Background: an optimization exercise with open tools, aiming at small area, a short achievable clock period and few clock cycles per item. Do not read the settings as production practice. Only simulation tests tie the RTL to the original design; equivalence was not proved. Power is estimated from default activity; no workload was simulated.

**flow/config.mk**
```make
export PLATFORM = sky130hd
export DESIGN_NAME = sph_harmonic_norm_const_core
export DESIGN_NICKNAME = sph_harmonic_norm_const_core
export VERILOG_FILES = /design/flow/design.v
export SDC_FILE = /design/flow/constraint.sdc
export NUM_CORES = 4
export LEC_CHECK = 0
export ABC_AREA = 1
export CAP_MARGIN = 20
export CORE_MARGIN = 2
export CORE_UTILIZATION = 50
export CTS_BUF_LIST = sky130_fd_sc_hd__clkbuf_8
export PLACE_DENSITY = 0.75
export SETUP_SLACK_MARGIN = 5.0
export SLEW_MARGIN = 20
```
**flow/constraint.sdc**
```tcl
create_clock -name core_clock -period 8.0 [get_ports {clk}]
set_input_delay 1.6000 -clock core_clock [delete_from_list [all_inputs] [get_ports {clk}]]
set_output_delay 1.6000 -clock core_clock [all_outputs]
set_load 0.01 [all_outputs]
```
**flow/design.v**
```verilog
package sphn_pkg;
    localparam int FIELD_W = 11;
    localparam logic [52:0] SQRT2_SIG = 53'h16A09E667F3BCD;
    localparam logic [1:0] D_MUL  = 2'd0;
    localparam logic [1:0] D_INIT = 2'd1;
    localparam logic [1:0] D_DIV  = 2'd2;
    localparam logic [1:0] D_UPD  = 2'd3;
    localparam logic [1:0] M_IT   = 2'd0;
    localparam logic [1:0] M_EXT  = 2'd1;
    localparam logic [1:0] M_NRM  = 2'd2;
    localparam logic [1:0] M_FIN  = 2'd3;
endpackage
module sphn_add
#(
    parameter int W = 8
)
(
    input  logic [W-1:0] a,
    input  logic [W-1:0] b,
    input  logic         ci,
    output logic [W-1:0] s,
    output logic         co
);
    logic [W-1:0] pp;
    logic [W-1:0] gg;
    logic [W-1:0] pg;
    logic [W-1:0] gp;
    always_comb
    begin
        pp = a ^ b;
        gg = a & b;
        gp = gg;
        pg = pp;
        gp[0] = gg[0] | (pp[0] & ci);
        for (int l = 0; l < 6; l++)
        begin
            for (int i = 0; i < W; i++)
            begin
                if ((1 << l) < W && (i >> l) % 2 == 1)
                begin
                    gp[i] = gp[i] | (pg[i] & gp[((i >> l) << l) - 1]);
                    pg[i] = pg[i] & pg[((i >> l) << l) - 1];
                end
            end
        end
        s[0] = pp[0] ^ ci;
        for (int i = 1; i < W; i++)
        begin
            s[i] = pp[i] ^ gp[i-1];
        end
        co = gp[W-1];
    end
endmodule
module sph_harmonic_norm_const_core
#(
    parameter int DEGREE_BOUND = 2047
)
(
    input  logic               clk,
    input  logic               rst_n,
    input  logic               start,
    output logic               busy,
    input  logic [sphn_pkg::FIELD_W-1:0] degree,
    input  logic [sphn_pkg::FIELD_W-1:0] order,
    input  logic               cfg_we,
    input  logic [sphn_pkg::FIELD_W-1:0] cfg_wdata,
    output logic               done,
    output logic [63:0]        factor_bits,
    output logic               range_error
);
    logic [10:0] maxd_r;
    logic        busy_r;
    logic        done_r;
    logic        go_r;
    logic        run_r;
    logic        egt_r;
    logic        err_r;
    logic [10:0] m_r;
    logic [11:0] k_r;
    logic        d_act;
    logic        s_act;
    logic        m_act;
    logic        last_r;
    logic        sq2n_r;
    logic        accept;
    logic        err_go;
    logic        adv;
    logic        adv_r;
    logic        adv_nx;
    logic        d_done;
    logic        s_done;
    logic        m_done;
    logic [1:0]  dph;
    logic [21:0] dp;
    logic [23:0] dR;
    logic [53:0] dq;
    logic [5:0]  dx;
    logic        dmul;
    logic [24:0] db;
    logic [25:0] dsum;
    logic [21:0] dmsb;
    logic [4:0]  de;
    logic        dpow2;
    logic [53:0] srad;
    logic [54:0] srem;
    logic [53:0] sT;
    logic [4:0]  sexp;
    logic [4:0]  s0h;
    logic [57:0] strial;
    logic        sge;
    logic [52:0] sinc;
    logic        sovf;
    logic [52:0] sxi;
    logic [5:0]  sxr;
    logic [1:0]  mph;
    logic [5:0]  mcnt;
    logic [52:0] mb;
    logic        mcb;
    logic [4:0]  mexp;
    logic [52:0] ma;
    logic        mr1;
    logic        mr0;
    logic        mst;
    logic [12:0] mxb;
    logic [52:0] fm;
    logic [10:0] fE;
    logic        mbit;
    logic        mpp_r;
    logic        mfin;
    logic        mhi;
    logic [52:0] mmant;
    logic        mguard;
    logic        msticky;
    logic        mup;
    logic [52:0] mopa;
    logic [52:0] mopb;
    logic [53:0] msum;
    logic [10:0] fB;
    logic        movf;
    logic        mcin;
    logic [12:0] minc;
    assign accept = start && !busy_r;
    assign err_go = egt_r;
    assign d_done = dq[53];
    assign s_done = sT[53];
    assign m_done = mph == sphn_pkg::M_FIN;
    logic adv_c;
    assign adv_c  = run_r && (!d_act || d_done) && (!s_act || s_done) && (!m_act || m_done);
    assign adv    = adv_r;
    assign adv_nx = run_r && !go_r && !adv_r
                    && (!d_act || ((dph == sphn_pkg::D_DIV) ? dq[52] : dq[53]))
                    && (!s_act || sT[53] || sT[52])
                    && (!m_act || mph == sphn_pkg::M_NRM || mph == sphn_pkg::M_FIN);
    always_ff @(posedge clk or negedge rst_n)
    begin
        if (!rst_n)
        begin
            maxd_r <= '0;
        end
        else if (cfg_we)
        begin
            maxd_r <= cfg_wdata;
        end
    end
    always_ff @(posedge clk or negedge rst_n)
    begin
        if (!rst_n)
        begin
            busy_r <= 1'b0;
            done_r <= 1'b0;
            go_r   <= 1'b0;
            run_r  <= 1'b0;
            adv_r  <= 1'b0;
        end
        else
        begin
            done_r <= 1'b0;
            adv_r  <= adv_nx;
            go_r   <= accept;
            if (accept)
            begin
                busy_r <= 1'b1;
                run_r  <= 1'b1;
            end
            else if (go_r && err_go)
            begin
                busy_r <= 1'b0;
                run_r  <= 1'b0;
                done_r <= 1'b1;
            end
            else if (adv && last_r)
            begin
                busy_r <= 1'b0;
                run_r  <= 1'b0;
                done_r <= 1'b1;
            end
        end
    end
    always_ff @(posedge clk)
    begin
        if (accept)
        begin
            m_r   <= order;
            egt_r <= (order > degree) || (degree > maxd_r) || (32'(degree) > DEGREE_BOUND);
        end
        if (go_r)
        begin
            err_r <= err_go;
        end
    end
    always_ff @(posedge clk)
    begin
        if (accept)
        begin
            k_r    <= 12'd1;
            d_act  <= order != '0;
            s_act  <= 1'b1;
            m_act  <= 1'b0;
            last_r <= 1'b0;
            sq2n_r <= 1'b0;
        end
        else if (adv)
        begin
            k_r    <= k_r + 12'd1;
            d_act  <= k_r < {1'b0, m_r};
            s_act  <= k_r <= {1'b0, m_r};
            m_act  <= 1'b1;
            last_r <= (m_r == '0) ? (k_r == 12'd1) : sq2n_r;
            sq2n_r <= (m_r != '0) && (k_r == {1'b0, m_r} + 12'd1);
        end
    end
    always_comb
    begin
        dmsb = '0;
        de   = '0;
        for (int i = 0; i < 22; i++)
        begin
            if (dp[i])
            begin
                dmsb = 22'(1) << i;
                de   = 5'(i);
            end
        end
    end
    assign dpow2 = dmsb == dp;
    assign dmul = dph == sphn_pkg::D_MUL;
    assign db   = (!dmul || dq[11]) ? {{3{dmul}}, dp} : '0;
    sphn_add #(.W(26)) u_dadd (
        .a  ({1'b0, dR, 1'b0}),
        .b  (~{1'b0, db}),
        .ci (1'b1),
        .s  (dsum),
        .co ()
    );
    always_ff @(posedge clk)
    begin
        if (accept)
        begin
            dph  <= sphn_pkg::D_MUL;
            dR   <= '0;
            dq   <= {41'b0, 1'b1, degree, 1'b1};
            dp   <= {10'h3ff, ~degree, 1'b1};
        end
        else if (adv)
        begin
            dp  <= dsum[21:0];
            dq  <= '0;
            dph <= sphn_pkg::D_INIT;
        end
        else
        begin
            unique case (dph)
                sphn_pkg::D_MUL:
                begin
                    dR   <= dsum[23:0];
                    dq   <= {dq[52:0], 1'b0};
                    if (dq[23])
                    begin
                        dp  <= dsum[23:2];
                        dph <= sphn_pkg::D_INIT;
                    end
                end
                sphn_pkg::D_INIT:
                begin
                    dR  <= dpow2 ? '0 : {2'b0, dmsb};
                    dq  <= {53'b0, dpow2};
                    dx  <= dpow2 ? 6'd0 - {1'b0, de} : ~{1'b0, de};
                    dph <= sphn_pkg::D_DIV;
                end
                sphn_pkg::D_DIV:
                begin
                    dR <= dsum[25] ? {dR[22:0], 1'b0} : dsum[23:0];
                    dq <= {dq[52:0], !dsum[25]};
                    if (dq[52])
                    begin
                        dR  <= {3'b0, dp[21:1]};
                        dp  <= {9'b0, k_r, 1'b0};
                        dph <= sphn_pkg::D_UPD;
                    end
                end
                default:
                begin
                end
            endcase
        end
    end
    sphn_add #(.W(58)) u_sadd (
        .a  ({1'b0, srem, srad[53:52]}),
        .b  (~{2'b0, sT, 2'b01}),
        .ci (1'b1),
        .s  (strial),
        .co ()
    );
    assign sge    = !strial[57];
    always_comb
    begin
        s0h = '0;
        for (int i = 0; i < 12; i++)
        begin
            if ({degree, 1'b1} >> i != 12'd0)
            begin
                s0h = 5'(i >> 1);
            end
        end
    end
    assign sinc = dq[53:1] + 53'(dq[0]);
    assign sovf = &dq;
    assign sxi  = {sinc[52] | sovf, sinc[51:0]};
    assign sxr  = dx + 6'(sovf);
    always_ff @(posedge clk)
    begin
        if (accept)
        begin
            srad <= {degree, 1'b1, 42'b0};
            srem <= '0;
            sT   <= '0;
            sexp <= s0h;
        end
        else if (adv)
        begin
            srad <= sxr[0] ? {sxi, 1'b0} : {1'b0, sxi};
            srem <= '0;
            sT   <= '0;
            sexp <= sxr[5:1];
        end
        else
        begin
            srad <= {srad[51:0], 2'b00};
            srem <= sge ? strial[54:0] : {srem[52:0], srad[53:52]};
            if (!sT[53])
            begin
                sT   <= {sT[52:0], sge};
            end
        end
    end
    assign fB   = (fE == '0) ? 11'd1 : fE;
    assign mbit = mb[1] ^ (mb[0] & mcb);
    assign mfin = mph == sphn_pkg::M_FIN;
    assign mhi     = ma[52];
    assign mmant   = mhi ? ma : {ma[51:0], mr1};
    assign mguard  = mhi ? mr1 : mr0;
    assign msticky = mhi ? (mr0 | mst) : mst;
    assign mup     = mr1 && (mst || ma[0]);
    assign mopa = ma;
    assign mopb = mpp_r ? fm : {52'b0, mfin && mup};
    sphn_add #(.W(53)) u_madd (
        .a  (mopa),
        .b  (mopb),
        .ci (1'b0),
        .s  (msum[52:0]),
        .co (msum[53])
    );
    assign movf = mup && (&ma);
    assign mcin = (mph == sphn_pkg::M_EXT) || (mph == sphn_pkg::M_NRM && mhi) || (mfin && movf);
    assign minc = mxb + 13'(mcin);
    always_ff @(posedge clk)
    begin
        if (accept)
        begin
            mph <= sphn_pkg::M_FIN;
        end
        else if (adv)
        begin
            mb   <= sq2n_r ? sphn_pkg::SQRT2_SIG : sT[53:1];
            mcb  <= !sq2n_r && sT[0];
            mpp_r <= sq2n_r ? sphn_pkg::SQRT2_SIG[0] : sT[1] ^ sT[0];
            mexp <= sq2n_r ? 5'd0 : sexp;
            ma   <= '0;
            mr1  <= 1'b0;
            mr0  <= 1'b0;
            mst  <= 1'b0;
            mcnt <= '0;
            mph  <= sphn_pkg::M_IT;
        end
        else if (mph == sphn_pkg::M_IT || mph == sphn_pkg::M_EXT)
        begin
            ma   <= msum[53:1];
            mr1  <= msum[0];
            mr0  <= mr1;
            mst  <= mst | mr0;
            mb   <= {1'b0, mb[52:1]};
            mcb  <= mb[0] & mcb;
            mpp_r <= (mph == sphn_pkg::M_IT) && (mcnt != 6'd52) && mbit;
            mcnt <= mcnt + 6'd1;
            if (mph == sphn_pkg::M_IT)
            begin
                if (mcnt == '0)
                begin
                    mxb <= 13'(fB) + {{8{mexp[4]}}, mexp};
                end
                if (mcnt == 6'd52)
                begin
                    mph <= mxb[12] || (mxb == '0) ? sphn_pkg::M_EXT : sphn_pkg::M_NRM;
                end
            end
            else
            begin
                mxb <= minc;
                if (!mxb[12])
                begin
                    mph <= sphn_pkg::M_NRM;
                end
            end
        end
        else if (mph == sphn_pkg::M_NRM)
        begin
            ma  <= mmant;
            mr1 <= mguard;
            mst <= msticky;
            mxb <= minc;
            mph <= sphn_pkg::M_FIN;
        end
    end
    always_ff @(posedge clk)
    begin
        if (go_r && err_go)
        begin
            fm <= '0;
            fE <= '0;
        end
        else if (adv)
        begin
            if (k_r == 12'd1)
            begin
                fm <= 53'h10000000000000;
                fE <= 11'd1023;
            end
            else if (mfin)
            begin
                fm <= {movf | msum[52], msum[51:0]};
                fE <= !(movf | msum[52]) ? 11'd0 : minc[10:0];
            end
        end
    end
    assign busy        = busy_r;
    assign done        = done_r;
    assign factor_bits = {1'b0, fE, fm[51:0]};
    assign range_error = err_r;
endmodule
```
**flow/run.sh**
```bash
#!/bin/bash
# synth_recipe.tcl (not shown) runs the flow's synth.tcl, then flattens the netlist and writes it again
# the make line also repeats each setting of config.mk as NAME=value (left out here)
make -C /OpenROAD-flow-scripts/flow DESIGN_CONFIG=/design/flow/config.mk WORK_HOME=/design/flow/orfs CLKGATE_MAP_FILE= SYNTH_SCRIPT=/design/flow/synth_recipe.tcl finish
```
==> results of run 1 <==
[metrics by stage]
| stage | hold WS (ns) | power [W] | cells | setup slack [ns] |
|---|---|---|---|---|
| finish | 0.400 | 0.0180 | 5460 | 4.61 |
| floorplan | 0.393 | 0.0101 | 4276 | 4.59 |
| global placement | 0.396 | 0.0115 | 5026 | 2.84 |
| global route | 0.435 | 0.0191 | 5460 | 4.47 |
| CTS | 0.403 | 0.0161 | 5389 | 4.73 |
| detailed placement | 0.399 | 0.0117 | 5026 | 2.74 |
[worst register-to-register path, cell delays in order, from the launching register on]
cell	delay, ns
edfxtp_1	0.40
nand2_2	0.12
nor2_4	0.14
nand2_2	0.09
buf_6	0.13
buf_6	0.11
buf_6	0.10
buf_4	0.12
buf_4	0.13
buf_4	0.13
buf_4	0.13
buf_4	0.12
buf_4	0.12
buf_4	0.13
buf_6	0.11
buf_6	0.10
buf_6	0.10
buf_6	0.11
buf_6	0.11
buf_6	0.10
buf_6	0.10
buf_6	0.11
o31ai_4	0.19
nand2_2	0.10
o21ai_1	0.20
[Yosys cell counts, types with 6 or more instances]
cell      instances  area [sq um]
nor4_1           23           144
a31oi_1           9          56.3
fa_1             17           340
buf_2            12          60.1
nor2_2           10          62.6
clkbuf_1        128           480
o22ai_1          18           113
a21o_1           16           120
a21oi_2           6          52.6
nand3b_1         20           150
xnor2_1          34           298
o21ai_1          10          50.1
a22o_1            6          52.6
nor3_1           57           285
a32o_1            6          60.1
nand4_1          64           400
o21ai_0         204          1020
nand2_2          10          62.6
o21bai_1         18           135
nand3_1         290          1450
buf_4            65           488
a22oi_1          17           128
edfxtp_1        182          5470
a21boi_0          8          60.1
buf_6             7          78.8
a21oi_1         435          2180
dfrtp_1          15           375
xor2_1           94           823
o221ai_1          9          78.8
dfxtp_1         325          6510
ha_1            193          2410
nor2_1          351          1320
buf_1            19          71.3
a211oi_1         39           293
inv_1           513          1930
or2_2            18           113
nor3_2            7          70.1
nor2_4           10           113
nand2_1         890          3340
inv_2            14          52.6
a221oi_1          6          52.6
or2_1            17           106
o211ai_1         30           225
[layout by cell type (no fill, tap or decap), types with 80 or more instances in the layout]
cell      instances
xor2_1           80
a21oi_1         338
dfxtp_1         297
nand3_1         193
ha_1            145
o21ai_0         140
edfxtp_1        182
a21oi_2          81
nor2_1          312
nand2_1         746
nand2_2          99
buf_4           158
inv_1           508
clkbuf_8        103
[per-layer routing]
metal,global-route usage (%),share of wire (%)
met5,0,0
met4,13.4,5.7
met3,4.26,8.1
met2,47.1,48
met1,33.5,38
[how the worst max path moves through the flow]
stage          slack, ns   start  endpoint  cells after the start
3_5_place_dp        2.74   start  srad[17]                      8
3_3_place_gp        2.84   start  srad[39]                      8
2_1_floorplan       4.59   start     ma[0]                      6
6_report            4.61  dq[11]  srad[16]                     24
5_1_grt             4.47   dq[5]   srad[5]                     20
4_1_cts             4.73  dq[11]   srad[3]                     20
[power breakdown]
part	internal, W	leakage [nW]	switching [W]	total (W)
Clock	0.00131	1.07	0.00121	0.00252
Sequential	0.00387	4.58	0.000767	0.00464
Combinational	0.00446	12.7	0.00637	0.0108
[area by class of cell]
type / count / area (sq um) / area share [%]
diodes: 1 / 2.50 / 0.00602
clock buffers: 103 / 1420 / 3.41
clock inverters: 67 / 397 / 0.953
inverters: 531 / 2080 / 5.01
multi-input cells: 3000 / 20200 / 48.6
flip-flops and latches: 522 / 12400 / 29.8
well taps: 855 / 1070 / 2.57
repair buffers: 376 / 3970 / 9.55
repair inverters: 5 / 37.5 / 0.0902
[cells by family after synthesis]
kind of cell | after synthesis | share of synthesized area (%)
adders and majority gates | 210 | 8.55
xor gates and xnor gates | 128 | 3.48
DFF | 522 | 38.3
other | 1 | 0.0116
muxes | 1 | 0.0350
and+or+nand+nor | 1785 | 24.3
buffers and inverters | 762 | 9.85
AOI/OAI and AO/OA | 867 | 15.4
[registers in the layout, indices dropped and copies added, names as in the netlist, 2 cells and up]
| name | flops |
|---|---|
| mcnt | 6 |
| dq | 54 |
| srad | 54 |
| fm | 53 |
| dx | 6 |
| sexp | 5 |
| fE | 11 |
| srem | 55 |
| ma | 53 |
| sT | 54 |
| mxb | 13 |
| maxd_r | 11 |
| dp | 22 |
| mexp | 5 |
| dph | 2 |
| mph | 2 |
| k_r | 12 |
| mb | 53 |
| m_r | 11 |
| dR | 24 |
[what timing repair did]
item | 4_1_cts | 5_1_grt
pin swaps | 182 | 220
hold buffers | 0 | 0
setup buffers | 166 | 66
endpoints found under the setup margin | 545 | 475
gates resized for setup | 516 | 506
gates cloned | 27 | 4
==> impl_metrics.tcl, run 1 <==
set metrics [dict create \
    status "no timing/DRC/antenna violations" \
    avgSynthCellArea_sq_um 7.53 \
    crit_top_cell "buf_6" \
    fp.dieH_um 258 \
    drive_above_1_share_pct 24.3 \
    hold_depth 1 \
    leakagePower_nw 18.3 \
    relSlewSlack_pct 25.4 \
    drt-total-wl_um 103000 \
    ys_ff_latch 522 \
    cts_tree "built" \
    drc 0 \
    insertion_delay_ns 0.71 \
    first_pass_iters 10 \
    synthToLayoutAreaGrowth_pct 29.1 \
    initial_core_util_pct 50.2 \
    criticalPathCategory "reg2reg" \
    cap_violations 0 \
    grt_pass1_wl_um 151000 \
    drt_iter0_drc 2982 \
    hold_path_end "adv_r" \
    synth_cell_types 68 \
    crit_buf_inv 18 \
    critical_path_peak_fanout 2 \
    cp.required_ns 8.60 \
    reg2reg_depth 24 \
    gp_routability_congestion 0.911 \
    num_vias 32100 \
    crit_slowest_cell "edfxtp_1" \
    die_w_um 258 \
    reg2reg_slack_ns 4.61 \
    synthesis.nets 4523 \
    grt_pass1_vias 29900 \
    max_stage_delay_ns 0.40 \
    cp_cell_sequence "nand2_2 > nor2_4 > nand2_2 > buf_6 > buf_6 > buf_6 > buf_4 > buf_4 > buf_4 > buf_4 > buf_4 > buf_4 > buf_4 > buf_6 > buf_6 > buf_6 > buf_6 > buf_6 > buf_6 > buf_6 > buf_6 > o31ai_4 > nand2_2 > o21ai_1" \
    cpLargestDelayFamily "buffers and inverters" \
    io_buffers 102 \
    clockRootBuffer "clkbuf_8" \
    cp_data_arrival_time_ns 3.98 \
    core.rowCount 93 \
    hold_viol 0 \
    cts_buffers 92 \
    period_share_pct 42.3 \
    skew_ns 0.0439 \
    report.final.slew_viol_count 0 \
    htree_num_levels 3 \
    fillCellCount 4727 \
    wl_per_cell_um 18.9 \
    worstHoldStart "d_act" \
    fmax_mhz 295 \
    min_path_type "reg2reg" \
    timing.rr.end "srad[16]" \
    syn_inst 4276 \
    postPlaceCellArea_sq_um 33500 \
    end_kind "flop" \
    p_per_area_nw_per_um2 432 \
    grtUsageTotal_pct 27.4 \
    reg2reg_from "dq[11]" \
    syn_area_sq_um 32200 \
    fin_nets 4775 \
    ant_nets 0 \
    grt_max_degree 75 \
    setup_viol 0 \
    rsz0062_at_grt "yes" \
    async_reset_ff_share_pct 2.87 \
    tightest_slew_ns 1.12 \
    ys_warn_count 4 \
    period_needed_ns 3.39 \
    clock_sinks 522 \
    die-area_sq_um 66500 \
    synthFlopType "dfxtp_1" \
    cp-start-kind "flop" \
    irDropWorstVdd_v 0.000561 \
    path_clk_slew_ns 0.07 \
    ys_seq_area_share_pct 38.3 \
    via_per_inst 5.89 \
    core_area_sq_um 64100 \
    final_area_sq_um 41600 \
    detailed_place_hpwl_um 54900 \
    setup_tns_ns 0 \
    antenna_found_initial 1 \
    final_util_pct 64.9 \
    synth_edf_count 182 \
    gr-total-overflow 0 \
    pin_count 104 \
    clockBufferDepth 3 \
]
Testbench counts, summed over its fixed seeds: cycles 602,796, requests 384.
==> run 2: changes to the inputs <==
--- a/flow/design.v
+++ b/flow/design.v
@@ -10,47 +10,6 @@
     localparam logic [1:0] M_NRM  = 2'd2;
     localparam logic [1:0] M_FIN  = 2'd3;
 endpackage
-module sphn_add
-#(
-    parameter int W = 8
-)
-(
-    input  logic [W-1:0] a,
-    input  logic [W-1:0] b,
-    input  logic         ci,
-    output logic [W-1:0] s,
-    output logic         co
-);
-    logic [W-1:0] pp;
-    logic [W-1:0] gg;
-    logic [W-1:0] pg;
-    logic [W-1:0] gp;
-    always_comb
-    begin
-        pp = a ^ b;
-        gg = a & b;
-        gp = gg;
-        pg = pp;
-        gp[0] = gg[0] | (pp[0] & ci);
-        for (int l = 0; l < 6; l++)
-        begin
-            for (int i = 0; i < W; i++)
-            begin
-                if ((1 << l) < W && (i >> l) % 2 == 1)
-                begin
-                    gp[i] = gp[i] | (pg[i] & gp[((i >> l) << l) - 1]);
-                    pg[i] = pg[i] & pg[((i >> l) << l) - 1];
-                end
-            end
-        end
-        s[0] = pp[0] ^ ci;
-        for (int i = 1; i < W; i++)
-        begin
-            s[i] = pp[i] ^ gp[i-1];
-        end
-        co = gp[W-1];
-    end
-endmodule
 module sph_harmonic_norm_const_core
 #(
     parameter int DEGREE_BOUND = 2047
@@ -77,6 +36,9 @@
     logic        err_r;
     logic [10:0] m_r;
     logic [11:0] k_r;
+    logic [11:0] k_inc;
+    logic        ogt;
+    logic        dgt;
     logic        d_act;
     logic        s_act;
     logic        m_act;
@@ -151,6 +113,23 @@
                     && (!d_act || ((dph == sphn_pkg::D_DIV) ? dq[52] : dq[53]))
                     && (!s_act || sT[53] || sT[52])
                     && (!m_act || mph == sphn_pkg::M_NRM || mph == sphn_pkg::M_FIN);
+    always_comb
+    begin
+        logic c;
+        ogt = 1'b0;
+        dgt = 1'b0;
+        for (int i = 0; i < 11; i++)
+        begin
+            ogt = (order[i] & ~degree[i]) | (~(order[i] ^ degree[i]) & ogt);
+            dgt = (degree[i] & ~maxd_r[i]) | (~(degree[i] ^ maxd_r[i]) & dgt);
+        end
+        c = 1'b1;
+        for (int i = 0; i < 12; i++)
+        begin
+            k_inc[i] = k_r[i] ^ c;
+            c        = c & k_r[i];
+        end
+    end
     always_ff @(posedge clk or negedge rst_n)
     begin
         if (!rst_n)
@@ -201,7 +180,7 @@
         if (accept)
         begin
             m_r   <= order;
-            egt_r <= (order > degree) || (degree > maxd_r) || (32'(degree) > DEGREE_BOUND);
+            egt_r <= ogt || dgt || (32'(degree) > DEGREE_BOUND);
         end
         if (go_r)
         begin
@@ -221,12 +200,12 @@
         end
         else if (adv)
         begin
-            k_r    <= k_r + 12'd1;
-            d_act  <= k_r < {1'b0, m_r};
-            s_act  <= k_r <= {1'b0, m_r};
+            k_r    <= k_inc;
+            d_act  <= d_act && (k_r != {1'b0, m_r});
+            s_act  <= d_act;
             m_act  <= 1'b1;
             last_r <= (m_r == '0) ? (k_r == 12'd1) : sq2n_r;
-            sq2n_r <= (m_r != '0) && (k_r == {1'b0, m_r} + 12'd1);
+            sq2n_r <= (m_r != '0) && s_act && !d_act;
         end
     end
     always_comb
@@ -245,13 +224,7 @@
     assign dpow2 = dmsb == dp;
     assign dmul = dph == sphn_pkg::D_MUL;
     assign db   = (!dmul || dq[11]) ? {{3{dmul}}, dp} : '0;
-    sphn_add #(.W(26)) u_dadd (
-        .a  ({1'b0, dR, 1'b0}),
-        .b  (~{1'b0, db}),
-        .ci (1'b1),
-        .s  (dsum),
-        .co ()
-    );
+    assign dsum = {1'b0, dR, 1'b0} - {1'b0, db};
     always_ff @(posedge clk)
     begin
         if (accept)
@@ -304,13 +277,7 @@
             endcase
         end
     end
-    sphn_add #(.W(58)) u_sadd (
-        .a  ({1'b0, srem, srad[53:52]}),
-        .b  (~{2'b0, sT, 2'b01}),
-        .ci (1'b1),
-        .s  (strial),
-        .co ()
-    );
+    assign strial = {1'b0, srem, srad[53:52]} - {2'b0, sT, 2'b01};
     assign sge    = !strial[57];
     always_comb
     begin
@@ -363,13 +330,7 @@
     assign mup     = mr1 && (mst || ma[0]);
     assign mopa = ma;
     assign mopb = mpp_r ? fm : {52'b0, mfin && mup};
-    sphn_add #(.W(53)) u_madd (
-        .a  (mopa),
-        .b  (mopb),
-        .ci (1'b0),
-        .s  (msum[52:0]),
-        .co (msum[53])
-    );
+    assign msum = {1'b0, mopa} + {1'b0, mopb};
     assign movf = mup && (&ma);
     assign mcin = (mph == sphn_pkg::M_EXT) || (mph == sphn_pkg::M_NRM && mhi) || (mfin && movf);
     assign minc = mxb + 13'(mcin);
==> run 2 against run 1 <==
- combinational power about the same
- utilization down 0.92 points
- first-iteration DRC count up 24%
- via count up 11%
- cell count up 9.2%
- hold slack better by 0.047 ns
- critical path depth down 7
==> impl_metrics.tcl, run 2 <==
set metrics [dict create \
    status "no timing/DRC/antenna violations" \
    synth_cell_types 71 \
    pin_count 104 \
    top_register "srem" \
    syn_inst 4787 \
    final_area_sq_um 43100 \
    setup_tns_ns 0 \
    die-area_sq_um 70400 \
    drt-total-wl_um 115000 \
    crit_top_cell "nand4_1" \
    drc 0 \
    insertion_delay_ns 0.72 \
    internal_power_w 0.00929 \
    syn_area_sq_um 34100 \
    period_share_pct 44.4 \
    power_frac_seq_pct 25.3 \
    min_path_type "reg2reg" \
    end_kind "flop" \
    cp_cell_sequence "nand2_2 > nor3_4 > nand4_1 > nor3_1 > nand4_1 > nor2_2 > nand4_1 > nor2_2 > nand4_1 > nor3_2 > ha_1 > inv_2 > nor2_4 > buf_12 > clkinvlp_4 > buf_6 > o221ai_2" \
    use_met2_pct 49.6 \
    dp.cells 5556 \
    synthesis.nets 5016 \
    synthToLayoutAreaGrowth_pct 26.3 \
    cts_buffers 90 \
    comb_power_share_pct 59.5 \
    via_per_inst 5.99 \
    fmax_mhz 281 \
    tightest_slew_ns 1.19 \
    cp_data_arrival_time_ns 4.17 \
    p_clk_share_pct 15.2 \
    setup_viol 0 \
    cp-start-kind "flop" \
    max_stage_delay_ns 0.49 \
    period_needed_ns 3.55 \
    synth_top_area_share_pct 19.1 \
    synthFlopType "dfxtp_1" \
    detailed_place_hpwl_um 71800 \
    skew_ns 0.0588 \
    fp.dieH_um 265 \
    ys_seq_area_share_pct 36.2 \
    relSlewSlack_pct 20.8 \
    postPlaceCellArea_sq_um 35400 \
    cp.required_ns 8.62 \
    clockBufferDepth 3 \
    p_sw_w 0.00847 \
    swShare_pct 47.7 \
    antenna_found_initial 1 \
    finalPower_w 0.0178 \
    ys_ff_latch 522 \
    final_cell_mix "nand2_1 (930), inv_1 (542), nor2_1 (414), a21oi_1 (406), dfxtp_1 (304)" \
    ant_nets 0 \
    report.final.slew_viol_count 0 \
    final_util_pct 64.0 \
    core.rowCount 95 \
    wl_per_cell_um 19.3 \
    fillCellCount 5457 \
    async_reset_ff_share_pct 2.87 \
    crit_slowest_cell "edfxtp_1" \
    num_vias 35700 \
    synth_edf_count 182 \
    hold_viol 0 \
    largest_register_ffs 55 \
    drive_above_1_share_pct 20.8 \
    fin_cells 5963 \
    yosys-top-cells-area "dfxtp_1 (19%), edfxtp_1 (16%), nand2_1 (11%), a21oi_1 (7.1%), ha_1 (6.9%)" \
    gr-total-overflow 0 \
    criticalPathCategory "reg2reg" \
    htree_num_levels 3 \
    synthTopCellsByCount "nand2_1 (1034), inv_1 (561), nor2_1 (484), a21oi_1 (482), dfxtp_1 (325)" \
    leakagePower_nw 18.6 \
    layout_commonest_cell "nand2_1" \
    die_w_um 265 \
    irDropWorstVdd_v 0.000266 \
    grt_pass1_vias 32600 \
    clock_sinks 522 \
    cap_violations 0 \
    p_per_area_nw_per_um2 412 \
    grtUsageTotal_pct 29.8 \
    yosysMostFrequentCell "nand2_1" \
    clockRootBuffer "clkbuf_8" \
    critical_path_peak_fanout 12 \
    grt_max_degree 76 \
    grt_busiest_layer "met2" \
    avgSynthCellArea_sq_um 7.13 \
    fin_nets 5242 \
    cts_tree "built" \
    first_pass_iters 7 \
    grtUsageMet1_pct 38.6 \
    io_buffers 102 \
    grt_use_met3_pct 4.97 \
    gp_routability_congestion 0.978 \
    core_area_sq_um 67400 \
    initial_core_util_pct 50.6 \
    rsz0062_at_grt "yes" \
    path_clk_slew_ns 0.07 \
    yosysTopAreaCell "dfxtp_1" \
    grt_pass1_wl_um 171000 \
    hold_buffers 0 \
    drt_iter0_drc 3695 \
    ys_warn_count 1 \
]
run 2: metal layers:
metal	part of all wire, %	up-vias
li1	-	16500
met1	40	16700
met2	47	1984
met3	8.5	495
met4	5.0	0
met5	0	-
run 2: worst max-delay path: cells and delay by family, from the launching register on:
| family | cells | cell delay, ns |
|---|---|---|
| and+or+nand+nor | 11 | 2.04 |
| DFF | 1 | 0.49 |
| buffers and inverters | 4 | 0.49 |
| adders and majority gates | 1 | 0.25 |
| AOI/OAI and AO/OA | 1 | 0.19 |
run 2: path summary, 6_finish.rpt:
kind | slack [ns] | start | endpoint | cells after the start
worst max-delay path | 4.45 | dq[11] | srad[5] | 17
worst min-delay path | 0.45 | srad[36] | srad[38] | 2
worst max register to register | 4.45 | dq[11] | srad[5] | 17
worst min register to register | 0.45 | srad[36] | srad[38] | 2
max in group asynchronous | 5.99 | rst_n | adv_r | 1
min in group asynchronous | 1.39 | rst_n | done_r | 1
run 2: repair_timing:
action	4_1_cts	5_1_grt
gates resized for setup	503	478
setup endpoints to repair	554	322
setup buffers	94	120
pin swaps	89	193
gates cloned	19	5
run 2: kinds of logic (layout without fill, tap and decap cells):
group | Yosys count | after routing | share of synthesized area [%]
muxes | 1 | 1 | 0.0293
other | 1 | 2 | 0.0110
adders and majority gates | 192 | 192 | 7.10
AOI/OAI and AO/OA | 1028 | 1028 | 16.8
and+or+nand+nor | 2091 | 2097 | 26.4
xor gates and xnor gates | 149 | 149 | 3.82
buffers and inverters | 803 | 1099 | 9.58
DFF | 522 | 522 | 36.2
run 2: through the flow:
step	hold slack, ns	setup slack, ns
floorplan	0.413	4.25
global placement	0.420	2.74
detailed placement	0.429	2.62
CTS	0.442	4.56
global route	0.452	4.35
finish	0.447	4.45
run 2: power by group through the flow:
stage / clock (W) / sequential, W / combinational (W)
after floorplan: 0 / 0.00421 / 0.00606
after global placement: 0 / 0.00444 / 0.00775
after detailed placement: 0 / 0.00444 / 0.00790
after CTS: 0.00270 / 0.00442 / 0.00897
after global routing: 0.00282 / 0.00456 / 0.0115
final: 0.00269 / 0.00449 / 0.0106
run 2: layout make-up:
cell class / count / area, sq um / area share (%)
clock inverters: 53 / 398 / 0.923
diodes: 1 / 2.50 / 0.00580
clock buffers: 115 / 1580 / 3.67
flip-flops and latches: 522 / 12400 / 28.8
multi-input cells: 3468 / 21900 / 50.7
well taps: 873 / 1090 / 2.53
repair buffers: 356 / 3560 / 8.26
inverters: 575 / 2220 / 5.15
Testbench counts of run 2, summed over its fixed seeds: cycles 602,796, requests 384.

-- static timing again, ports no longer ideal --
In the flow no input, the clock included, has a driving cell. The finished layouts below were timed again as built, in two steps.
Step 1: set_driving_cell puts a clkbuf_16 on clk and a buf_2 on each other input, an assumption about the parent block.
Step 2 moves the port delays by t, midway between the first and last clock arrival at a register: inputs arrive t later, outputs are due t later. That takes back most of the time a late clock gives input paths.
a / b / c = ideal / step 1 / step 2; a / b = the first two.
| run | shift t [ns] | slack for setup (ns) | worst setup path at the end | latest minus earliest clock arrival (ns) | worst register clock-pin slew, ns |
|---|---|---|---|---|---|
| run 1 | 0.754 | 4.615 / 4.615 / 4.293 | input to register | 0.047 / 0.047 | 0.07 / 0.07 |
| run 2 | 0.758 | 4.446 / 4.446 / 3.921 | input to register | 0.059 / 0.059 | 0.08 / 0.08 |
After both steps setup and hold are still met in every run listed. The setup slack of run 2, which loses most, moves by 0.000 ns with the drivers and by -0.525 ns with both steps.
